From an optimization exercise on the open Yosys and OpenROAD flow, aimed at a short achievable clock period and few clock cycles per item; shortcuts taken in it are not production practice.
Only simulation tests tie the RTL to the original design; equivalence was not proved.
The clock input has no modelled driver; a real chip could not lean on it and would need a root buffer or a full tree.
Power and IR drop assume default switching activity.

==> inputs of v3 <==
// fetch_top
module fetch_top
(
    input   logic           clk,
    input   logic           rst,
    output  mem_pkg::addr_t          bmem_addr_o,
    output  logic           bmem_read_o,
    input   logic           bmem_ready_i,
    input   mem_pkg::addr_t          bmem_raddr_i,
    input   mem_pkg::beat_t          bmem_rdata_i,
    input   logic           bmem_rvalid_i,
    input   logic           redirect_i,
    input   mem_pkg::addr_t          redirect_pc_i,
    input   fetch_pkg::order_t         redirect_order_i,
    input   logic           inst_ren_i,
    output  logic           inst_valid_o,
    output  mem_pkg::addr_t          inst_pc_o,
    output  fetch_pkg::inst_t          inst_o,
    output  fetch_pkg::order_t         inst_order_o
);
==> flow/config.mk <==
export PLATFORM = sky130hd
export DESIGN_NAME = fetch_top
export DESIGN_NICKNAME = fetch_top
export VERILOG_FILES = /design/flow/design.v
export SDC_FILE = /design/flow/constraint.sdc
export NUM_CORES = 4
export LEC_CHECK = 0
export ABC_CLOCK_PERIOD_IN_PS = 1800
export CAP_MARGIN = 20
export CORE_MARGIN = 2
export CORE_UTILIZATION = 40
export SETUP_SLACK_MARGIN = 2.6
export SLEW_MARGIN = 20
export TNS_END_PERCENT = 100
==> flow/constraint.sdc <==
create_clock -name core_clock -period 4.4 [get_ports {clk}]
set_input_delay 0.8800 -clock core_clock [delete_from_list [all_inputs] [get_ports {clk}]]
set_output_delay 0.8800 -clock core_clock [all_outputs]
set_load 0.01 [all_outputs]
standard.sh (not shown) runs the stock make flow with config.mk's settings and CLKGATE_MAP_FILE= SYNTH_SCRIPT=/design/flow/synth_recipe.tcl, a recipe that flattens the netlist after the stock synthesis.
==> flow/flow/run.sh <==
#!/bin/bash
# Standard ORFS layout, except that the clock tree is rebuilt with two buffer
# levels at the end of the CTS step (flow/post_cts.tcl, flow/mytree.tcl),
# the port buffers are buf_4 cells, and slew and capacitance are repaired
# once more after global routing (flow/post_grt.tcl).
# Each tool's output goes to its own log: make's to flow_make.log here, and
# ORFS keeps every step's log under orfs/logs/.
set -euo pipefail
here=$(pwd)
export POST_CTS_TCL="$here/flow/post_cts.tcl"
# design-rule repair again after the timing repair of global routing
export POST_GLOBAL_ROUTE_TCL="$here/flow/post_grt.tcl"
# port buffers: a plain buffer rather than the delay cell buffer_ports picks
export BUFFER_PORTS_ARGS="-buffer_cell sky130_fd_sc_hd__buf_4"
bash standard.sh > "$here/flow_make.log" 2>&1
Other scripts of this flow, unchanged in this note and not shown: flow/flow/mytree.tcl, flow/flow/post_cts.tcl, flow/flow/post_grt.tcl
==> v5 (differences from v3) <==
--- a/flow/design.v
+++ b/flow/design.v
@@ -13,10 +13,32 @@
     typedef logic [31:0] inst_t;
     typedef logic [63:0] order_t;
     typedef logic [$clog2(8)-1:0] word_idx_t;
 endpackage
 `timescale 1ns/1ps
+module beat_detect
+#(
+    parameter int NO       = 4,
+    parameter int OFF_BITS = 5
+)(
+    input   logic                       rvalid_i,
+    input   logic [31:0]                raddr_i,
+    input   logic [NO*(32-OFF_BITS)-1:0] lines_i,    
+    input   logic [NO-1:0]              hsel_i,      
+    input   logic                       any_i,       
+    output  logic                       beat_o
+);
+    localparam int LA_W = 32 - OFF_BITS;
+    logic [NO-1:0] hit;
+    always_comb begin
+        for (int i = 0; i < NO; i++) begin
+            hit[i] = hsel_i[i] && (raddr_i == {lines_i[i*LA_W +: LA_W], {OFF_BITS{1'b0}}});
+        end
+    end
+    assign beat_o = rvalid_i && any_i && (|hit);
+endmodule
+`timescale 1ns/1ps
 module seq_ctr
 #(
     parameter int             W       = 64,
     parameter int             L       = 6,
     parameter int             C       = 8,
@@ -90,10 +112,22 @@
             below <= below_ones(ones);
         end
     end
 endmodule
 `timescale 1ns/1ps
+module late_sel
+#(
+    parameter int W = 1
+)(
+    input   logic           sel_i,
+    input   logic [W-1:0]   one_i,       
+    input   logic [W-1:0]   zero_i,      
+    output  logic [W-1:0]   out_o
+);
+    assign out_o = sel_i ? one_i : zero_i;
+endmodule
+`timescale 1ns/1ps
 module fetch_top
 (
     input   logic           clk,
     input   logic           rst,
     output  mem_pkg::addr_t          bmem_addr_o,
@@ -141,23 +175,28 @@
     logic [NO-1:0]     ost;          
     logic [NO-1:0]     wsel;         
     logic [NO-1:0]     hsel;         
     logic [NO-1:0]     ov;           
     logic [1:0]        bc;           
-    logic [NO-1:0]     hit;
     logic              beat;
     logic              pop;
     logic              h_st;
     logic              keep_lo;
     logic              keep_hi;
+    logic [NO*LA_W-1:0] oa_flat;
     always_comb begin
-        for (int i = 0; i < NO; i++) begin
-            hit[i] = hsel[i] && (bmem_raddr_i == {oa[i], {OFF_BITS{1'b0}}});
-        end
+        for (int i = 0; i < NO; i++) oa_flat[i*LA_W +: LA_W] = oa[i];
     end
-    assign beat = bmem_rvalid_i && ov[0] && (|hit);
-    assign pop  = beat && (bc == 2'd3);
+    beat_detect #(.NO(NO), .OFF_BITS(OFF_BITS)) beat_detect_i (
+        .rvalid_i (bmem_rvalid_i),
+        .raddr_i  (bmem_raddr_i),
+        .lines_i  (oa_flat),
+        .hsel_i   (hsel),
+        .any_i    (ov[0]),
+        .beat_o   (beat)
+    );
+    assign pop = beat && (bc == 2'd3);
     logic [7:0]        okeep_n [NO];
     logic [NO-1:0]     ost_n;
     logic [NO-1:0]     hsel_r;       
     logic [2:0]        k_same, k_next, k_pop;    
     assign hsel_r = {hsel[NO-2:0], hsel[NO-1]};
@@ -186,27 +225,58 @@
             if (accept && wsel[i]) begin
                 oa[i] <= ra_q;
             end
         end
     end
+    logic [NO-1:0]     ov_b, ov_n, hsel_b, hsel_n;
+    logic [1:0]        bc_b, bc_n;
+    logic [2:0]        k_b, k_n;
+    logic              pm_b, pm_n, iv_b, iv_n;
+    logic              live_b;       
+    always_comb begin
+        for (int i = 0; i < NO; i++) begin
+            ov_n[i] = accept ? (i == 0 || ov[(i > 0) ? i - 1 : 0]) : ov[i];
+            ov_b[i] = (bc != 2'd3) ? ov_n[i] :
+                      (accept ? ov[i] : ((i + 1 < NO) ? ov[(i + 1 < NO) ? i + 1 : i] : 1'b0));
+        end
+        hsel_n = hsel;
+        hsel_b = (bc == 2'd3) ? hsel_r : hsel;
+        bc_n   = bc;
+        bc_b   = bc + 2'd1;
+        k_n    = k_same;
+        k_b    = (bc == 2'd3) ? k_pop : k_next;
+        if (rst) begin
+            ov_n   = '0;
+            ov_b   = '0;
+            hsel_n = NO'(1);
+            hsel_b = NO'(1);
+            bc_n   = '0;
+            bc_b   = '0;
+            k_n    = '0;
+            k_b    = '0;
+        end
+    end
+    logic [NO-1:0]     ov_d, hsel_d;
+    logic [1:0]        bc_d;
+    logic [2:0]        k_d;
+    logic              pm_d, iv_d;
+    late_sel #(.W(2*NO + 7)) ring_sel_i (
+        .sel_i  (beat),
+        .one_i  ({ov_b, hsel_b, bc_b, k_b, pm_b, iv_b}),
+        .zero_i ({ov_n, hsel_n, bc_n, k_n, pm_n, iv_n}),
+        .out_o  ({ov_d, hsel_d, bc_d, k_d, pm_d, iv_d})
+    );
     always_ff @(posedge clk) begin
         if (rst) begin
             wsel <= NO'(1);
-            hsel <= NO'(1);
-            ov   <= '0;
-            bc   <= '0;
-            {h_st, keep_hi, keep_lo} <= '0;
-        end else begin
-            if (accept) wsel <= {wsel[NO-2:0], wsel[NO-1]};
-            for (int i = 0; i < NO; i++) begin
-                ov[i] <= pop ? (accept ? ov[i] : ((i + 1 < NO) ? ov[(i + 1 < NO) ? i + 1 : i] : 1'b0))
-                             : (accept ? (i == 0 || ov[(i > 0) ? i - 1 : 0]) : ov[i]);
-                hsel[i] <= pop ? hsel_r[i] : hsel[i];
-            end
-            bc <= beat ? bc + 2'd1 : bc;
-            {h_st, keep_hi, keep_lo} <= pop ? k_pop : (beat ? k_next : k_same);
+        end else if (accept) begin
+            wsel <= {wsel[NO-2:0], wsel[NO-1]};
         end
+        ov   <= ov_d;
+        hsel <= hsel_d;
+        bc   <= bc_d;
+        {h_st, keep_hi, keep_lo} <= k_d;
     end
     always_ff @(posedge clk) begin
         if (rst) begin
             want    <= 1'b1;
             ra_q    <= 32'hAAAAA000 >> OFF_BITS;
@@ -230,13 +300,11 @@
             end
             rd_q <= (redirect_i || issue || (want && !accept)) &&
                     !(accept ? ov[NO-2] : ov[NO-1]);
         end
     end
-    logic              live;         
     fetch_pkg::inst_t  wa, wb;       
-    assign live    = beat && !h_st && keep_hi && !redirect_i && !rst;
     assign wa      = keep_lo ? bmem_rdata_i[31:0] : bmem_rdata_i[63:32];
     assign wb      = bmem_rdata_i[63:32];
     fetch_pkg::inst_t  q  [QD];
     logic [QD-1:0]     qv;           
     logic [QD-1:0]     pq;           
@@ -271,21 +339,20 @@
                 shift_v = last_full ? wa : wb;
             end
             q[i] <= deq ? shift_v : keep_v;
         end
     end
+    assign live_b = !h_st && keep_hi && !redirect_i && !rst;
+    assign pm_n   = 1'b0;
+    assign pm_b   = live_b;
+    assign iv_n   = !rst && !redirect_i && qs[0];
+    assign iv_b   = !rst && !redirect_i && (qs[0] || (live_b && pq_n[0]));
     always_ff @(posedge clk) begin
-        pq <= pq_n;
-        if (rst || redirect_i) begin
-            qv           <= '0;
-            pm           <= 1'b0;
-            inst_valid_o <= 1'b0;
-        end else begin
-            qv           <= qs;
-            pm           <= live;
-            inst_valid_o <= qs[0] || (live && pq_n[0]);
-        end
+        pq           <= pq_n;
+        qv           <= (rst || redirect_i) ? '0 : qs;
+        pm           <= pm_d;
+        inst_valid_o <= iv_d;
     end
     assign inst_o = q[0];
     logic [1:0] pc_lo;
     seq_ctr #(.W(30), .L(6), .C(8), .RST_VAL(30'(32'hAAAAA000 >> 2))) pc_ctr_i (
         .clk        (clk),
==> flow/config.mk (replaced) <==
export PLATFORM = sky130hd
export DESIGN_NAME = fetch_top
export DESIGN_NICKNAME = fetch_top
export VERILOG_FILES = /design/flow/design.v
export SDC_FILE = /design/flow/constraint.sdc
export NUM_CORES = 4
export LEC_CHECK = 0
export ABC_CLOCK_PERIOD_IN_PS = 700
export CAP_MARGIN = 20
export CORE_MARGIN = 2
export CORE_UTILIZATION = 40
export SETUP_SLACK_MARGIN = 2.6
export SLEW_MARGIN = 20
export SYNTH_HIERARCHICAL = 1
export TNS_END_PERCENT = 100
==> notes.md <==
Worst Tran Pin Value: v3 0.8108 ns; v5 0.8960 ns
Die height: v3 328.5 um; v5 332.1 um
Diode insertion count for antenna repair: v3 12; v5 3
Global-route wire length before repair: v3 290300 um; v5 287800 um
Mux cell area share after synthesis: v3 13.90%; v5 14.47%
Result of the run: v3 complete, no violations; v5 complete, no violations
Total power divided by cell area: v3 260.5 nW/um2; v5 446.2 nW/um2
Layout inverter count without the clock tree: v3 55; v5 57
Distinct cell type count of the synthesized netlist: v3 75; v5 82
Multi-input logic area: v3 28790 um2; v5 29120 um2
Setup crit end: v3 hsel[1]; v5 h_st
Share of cell area taken by multi-input logic gates: v3 42.83%; v5 42.55%
Combined flip-flop and latch cell area: v3 19000 um2; v5 19040 um2
Part of the cycle the worst path needs: v3 63.06%; v5 52.82%
Testbench counts of v3, summed over its fixed seeds: cycles 18,712, items 12,000.
Testbench counts of v5, summed over its fixed seeds: cycles 18,712, items 12,000.
In every run of this note, the design's own scripts or RTL, not TritonCTS, make the clock network.

==> separate check: timing with driven ports <==
Ports are ideal in the flow. The routed layouts listed here were re-timed in OpenROAD. Step 1 (the two cells are an assumption about what drives the block):
set clk [get_ports {clk}]
set_driving_cell -lib_cell sky130_fd_sc_hd__clkbuf_16 $clk
set_driving_cell -lib_cell sky130_fd_sc_hd__buf_2 [delete_from_list [all_inputs] $clk]
Step 2 also shifts input and output timing later by t, the mid clock arrival at the registers, as if the neighbouring blocks saw the same clock. Slacks: ideal / step 1 / step 2; pairs: ideal / step 1.
run	t (ns)	slack for setup (ns)	slew at the worst register clock pin (ns)	worst data-port slew with drivers (ns)
v3	0.605	1.626 / 1.684 / 1.152	0.11 / 0.11	0.17
v5	0.595	2.076 / 2.035 / 1.440	0.10 / 0.10	0.28
After both steps setup and hold are still met in every run listed. For v5, which loses most, drivers alone change the setup slack by -0.041 ns; drivers and shift together by -0.636 ns.
